From an optimization exercise on the open Yosys and OpenROAD flow, aimed at small area, a short achievable clock period and few clock cycles per item; shortcuts taken in it are not production practice.
The RTL was checked by simulation tests, not by an equivalence proof against the original design.
No activity file was given, so power comes from the tool's default toggle rates.

==> inputs of 08-10 <==
==> flow/design.v <==
module rmt_wrapper #(
    parameter int unsigned C_S_AXIS_DATA_WIDTH  = 512,
    parameter int unsigned C_S_AXIS_TUSER_WIDTH = 128,
    parameter int unsigned C_M_AXIS_DATA_WIDTH  = 512,
    parameter int unsigned C_S_AXI_DATA_WIDTH   = 32,
    parameter int unsigned C_S_AXI_ADDR_WIDTH   = 12,
    parameter logic [31:0] C_BASEADDR           = 32'h80000000,
    parameter int unsigned PHV_ADDR_WIDTH       = 4
) (
    input  logic                              clk,
    input  logic                              aresetn,
    input  logic [C_S_AXIS_DATA_WIDTH-1:0]    s_axis_tdata,
    input  logic [C_S_AXIS_DATA_WIDTH/8-1:0]  s_axis_tkeep,
    input  logic [C_S_AXIS_TUSER_WIDTH-1:0]   s_axis_tuser,
    input  logic                              s_axis_tvalid,
    output logic                              s_axis_tready,
    input  logic                              s_axis_tlast,
    output logic [C_M_AXIS_DATA_WIDTH-1:0]    m_axis_tdata,
    output logic [C_M_AXIS_DATA_WIDTH/8-1:0]  m_axis_tkeep,
    output logic [C_S_AXIS_TUSER_WIDTH-1:0]   m_axis_tuser,
    output logic                              m_axis_tvalid,
    input  logic                              m_axis_tready,
    output logic                              m_axis_tlast
);
    localparam int unsigned DATA_W  = C_M_AXIS_DATA_WIDTH;
    localparam int unsigned KEEP_W  = DATA_W / 8;
    localparam int unsigned USER_W  = C_S_AXIS_TUSER_WIDTH;
    localparam int unsigned ENTRIES = 1 << PHV_ADDR_WIDTH;
    localparam int unsigned KEY_W   = 16;
    logic unused_c;
    assign unused_c = ^{C_S_AXI_DATA_WIDTH, C_S_AXI_ADDR_WIDTH, C_BASEADDR};
    function automatic logic [7:0] pkt_byte(input logic [DATA_W-1:0] d, input int unsigned n);
        pkt_byte = d[8*n +: 8];
    endfunction
    function automatic logic [15:0] be16(input logic [DATA_W-1:0] d, input int unsigned n);
        be16 = {pkt_byte(d, n), pkt_byte(d, n + 1)};
    endfunction
    function automatic logic [31:0] be32(input logic [DATA_W-1:0] d, input int unsigned n);
        be32 = {be16(d, n), be16(d, n + 2)};
    endfunction
    logic                  beat0_q, drop_q;
    logic [KEY_W-1:0]      tbl_key_q [ENTRIES];
    logic [2:0]            tbl_code_q [ENTRIES];
    logic                  m_valid_q;
    logic [DATA_W-1:0]     m_data_q;
    logic [KEEP_W-1:0]     m_keep_q;
    logic [USER_W-1:0]     m_user_q;
    logic                  m_last_q;
    logic                  s_ready_c, accept_c;
    logic                  is_udp_c, is_cfg_c, cfg_wr_c, drop_beat_c;
    logic [KEY_W-1:0]      data_key_c;
    logic [ENTRIES-1:0]    match_c;
    logic [2:0]            hit_code_c;
    logic [4:0]            act_c;
    logic [2:0]            wr_code_c;
    logic [7:0]            wr_op_c;
    assign s_ready_c     = m_axis_tready;
    assign accept_c      = s_axis_tvalid && s_ready_c;
    assign s_axis_tready = s_ready_c;
    always_comb begin
        is_udp_c   = (be16(s_axis_tdata, 12) == 16'h8100) &&
                     (be16(s_axis_tdata, 16) == 16'h0800) &&
                     (pkt_byte(s_axis_tdata, 27) == 8'h11);
        is_cfg_c   = is_udp_c && (be16(s_axis_tdata, 40) == 16'hF1F2);
        data_key_c = be16(s_axis_tdata, 46);
    end
    logic [2:0] pc1 [8];
    logic [2:0] pc2 [4];
    logic [2:0] pc3 [2];
    logic [7:0] pm1;
    logic [3:0] pm2;
    logic [1:0] pm3;
    always_comb begin
        for (int i = 0; i < ENTRIES; i++)
            match_c[i] = (tbl_code_q[i] != 3'd0) && (tbl_key_q[i] == data_key_c);
        for (int i = 0; i < 8; i++) begin
            pm1[i] = match_c[2*i] | match_c[2*i+1];
            pc1[i] = match_c[2*i] ? tbl_code_q[2*i] : (match_c[2*i+1] ? tbl_code_q[2*i+1] : 3'd0);
        end
        for (int i = 0; i < 4; i++) begin
            pm2[i] = pm1[2*i] | pm1[2*i+1];
            pc2[i] = pm1[2*i] ? pc1[2*i] : pc1[2*i+1];
        end
        for (int i = 0; i < 2; i++) begin
            pm3[i] = pm2[2*i] | pm2[2*i+1];
            pc3[i] = pm2[2*i] ? pc2[2*i] : pc2[2*i+1];
        end
        hit_code_c = pm3[0] ? pc3[0] : pc3[1];
    end
    always_comb begin
        act_c = 5'd0;
        if (is_udp_c && s_axis_tkeep[59]) begin
            case (hit_code_c)
                3'd1: act_c = 5'b00001;
                3'd2: act_c = 5'b00010;
                3'd3: act_c = 5'b00100;
                3'd4: act_c = 5'b01000;
                3'd5: act_c = 5'b10000;
                default: act_c = 5'd0;
            endcase
        end
    end
    logic [31:0]       op_a, op_b, res;
    logic [DATA_W-1:0] mod_data_c;
    always_comb begin
        op_a = be32(s_axis_tdata, 48);
        op_b = be32(s_axis_tdata, 52);
        res  = ({32{act_c[0]}} & (op_a + op_b)) |
               ({32{act_c[1]}} & (op_a - op_b)) |
               ({32{act_c[2]}} & (op_a & op_b)) |
               ({32{act_c[3]}} & (op_a | op_b)) |
               ({32{act_c[4]}} & (op_a ^ op_b));
        mod_data_c = s_axis_tdata;
        if (beat0_q && act_c != 5'd0) begin
            for (int i = 0; i < 4; i++)
                mod_data_c[8*(56 + i) +: 8] = res[8*(3 - i) +: 8];
        end
    end
    always_comb begin
        drop_beat_c = beat0_q ? is_cfg_c : drop_q;
        cfg_wr_c    = accept_c && beat0_q && is_cfg_c;
        wr_op_c     = pkt_byte(s_axis_tdata, 49);
        if (!s_axis_tdata[8*50])
            wr_code_c = 3'd0;
        else if (wr_op_c >= 8'd1 && wr_op_c <= 8'd5)
            wr_code_c = wr_op_c[2:0];
        else
            wr_code_c = 3'd6;
    end
    always_ff @(posedge clk or posedge aresetn) begin
        if (aresetn) begin
            beat0_q   <= 1'b1;
            drop_q    <= 1'b0;
            m_valid_q <= 1'b0;
        end else if (s_ready_c) begin
            m_valid_q <= s_axis_tvalid && !drop_beat_c;
            if (s_axis_tvalid) begin
                beat0_q <= s_axis_tlast;
                drop_q  <= drop_beat_c && !s_axis_tlast;
            end
        end
    end
    always_ff @(posedge clk) begin
        if (s_ready_c) begin
            m_data_q <= mod_data_c;
            m_keep_q <= s_axis_tkeep;
            m_user_q <= s_axis_tuser;
            m_last_q <= s_axis_tlast;
        end
    end
    always_ff @(posedge clk or posedge aresetn) begin
        if (aresetn) begin
            for (int i = 0; i < ENTRIES; i++) tbl_code_q[i] <= 3'd0;
        end else if (cfg_wr_c) begin
            tbl_code_q[s_axis_tdata[8*46 +: PHV_ADDR_WIDTH]] <= wr_code_c;
        end
    end
    always_ff @(posedge clk) begin
        if (cfg_wr_c) tbl_key_q[s_axis_tdata[8*46 +: PHV_ADDR_WIDTH]] <= be16(s_axis_tdata, 47);
    end
    assign m_axis_tdata  = m_data_q;
    assign m_axis_tvalid = m_valid_q;
    assign m_axis_tkeep  = m_keep_q;
    assign m_axis_tuser  = m_user_q;
    assign m_axis_tlast  = m_last_q;
endmodule
==> flow/flow/run.sh <==
#!/bin/bash
# Standard ORFS layout, with the port buffers made from the smallest buffer
# cell instead of the default delay buffer. Full tool output goes to
# flow_standard.log in the work folder.
set -uo pipefail
bash standard.sh 'BUFFER_PORTS_ARGS=-buffer_cell sky130_fd_sc_hd__buf_1' finish > flow_standard.log 2>&1
==> flow/standard.sh <==
#!/bin/bash
# synth_recipe.tcl (not shown) runs the flow's synth.tcl, then flattens the netlist and writes it again
# the make line also repeats each setting of config.mk as NAME=value (left out here)
make -C /OpenROAD-flow-scripts/flow DESIGN_CONFIG=/design/flow/config.mk WORK_HOME=/design/flow/orfs CLKGATE_MAP_FILE= SYNTH_SCRIPT=/design/flow/synth_recipe.tcl "${@:-finish}"
==> flow/config.mk <==
export PLATFORM = sky130hd
export DESIGN_NAME = rmt_wrapper
export DESIGN_NICKNAME = rmt_wrapper
export VERILOG_FILES = /design/flow/design.v
export SDC_FILE = /design/flow/constraint.sdc
export NUM_CORES = 4
export LEC_CHECK = 0
export ABC_AREA = 1
export ABC_CLOCK_PERIOD_IN_PS = 3000
export CAP_MARGIN = 20
export CORE_AREA = 5 5 485 485
export CTS_BUF_LIST = sky130_fd_sc_hd__clkbuf_8
export CTS_CLUSTER_DIAMETER = 60
export CTS_CLUSTER_SIZE = 16
export DIE_AREA = 0 0 490 490
export PLACE_DENSITY = 0.75
export SETUP_SLACK_MARGIN = 4.8
export SLEW_MARGIN = 20
export TNS_END_PERCENT = 10
==> flow/constraint.sdc <==
create_clock -name core_clock -period 8.5 [get_ports {clk}]
set_input_delay 1.7000 -clock core_clock [delete_from_list [all_inputs] [get_ports {clk}]]
set_output_delay 1.7000 -clock core_clock [all_outputs]
set_load 0.01 [all_outputs]
==> inputs of 04-25, as changes to 08-10 <==
==> flow/flow/run.sh (replaced) <==
#!/bin/bash
# Standard ORFS layout with two changes to how it is made:
#  - port buffers use the smallest buffer cell instead of the default delay buffer;
#  - for pass-through bits that no logic reads (tdata outside bytes 12..59,
#    tkeep except bit 59, tuser), the input pin is placed next to the output
#    pin of the same bit, so their register sits between two nearby pins.
# Full tool output goes to flow_standard.log in the work folder.
set -uo pipefail
groups=""
for i in $(seq 0 511); do
  if (( i < 96 || i >= 480 )); then groups+=" -group_pins {s_axis_tdata[$i] m_axis_tdata[$i]}"; fi
done
for i in $(seq 0 63); do
  if (( i != 59 )); then groups+=" -group_pins {s_axis_tkeep[$i] m_axis_tkeep[$i]}"; fi
done
for i in $(seq 0 127); do groups+=" -group_pins {s_axis_tuser[$i] m_axis_tuser[$i]}"; done
bash standard.sh 'BUFFER_PORTS_ARGS=-buffer_cell sky130_fd_sc_hd__buf_1' \
  "PLACE_PINS_ARGS=$groups" finish > flow_standard.log 2>&1
Settings changed: TNS_END_PERCENT 10 to not set.
==> notes.md <==
- Of 08-10 and 04-25, 08-10 has the higher routed wire length (gap about 34%, measured against 04-25).
- Against 08-10, the combinational power of 04-25 is lower by about 10%.
- Between 08-10 and 04-25, the lower clock power is in 04-25 (gap about 4%, measured against 04-25).
- Between 04-25 and 08-10, the lower via count is in 04-25 (gap 4.1%, measured against 08-10).
Testbench counts of 08-10, summed over its fixed seeds: cycles 9,756, items 9,749.
Testbench counts of 04-25, summed over its fixed seeds: cycles 9,756, items 9,749.

[port drivers added, routing unchanged]
The flow's constraints put no driver on any port. The routed layouts listed below were extracted and timed again, unchanged, in two steps. Step 1: set_driving_cell puts a clkbuf_16 on clk and a buf_2 on each other input, an assumption about the parent block. Step 2 adds t to the input delays and takes it off the output delays; t is the mean of the earliest and latest rising clock arrival at the registers after step 1. Input paths then give back, and output paths get back, about the clock's delay inside the block. a / b / c = ideal / step 1 / step 2; a / b = the first two.
run	t (ns)	setup WS [ns]	worst hold slack (ns)	worst slew at a driven data input, ns	pins driven straight from the clock port
08-10	0.966	4.455 / 4.426 / 3.513	0.496 / 0.496 / 0.496	0.50	1
04-25	0.958	4.669 / 4.600 / 3.642	0.498 / 0.498 / 0.498	0.54	1
After both steps setup and hold are still met in every run listed. For 04-25, which loses most, drivers alone change the setup slack by -0.069 ns; drivers and shift together by -1.027 ns.
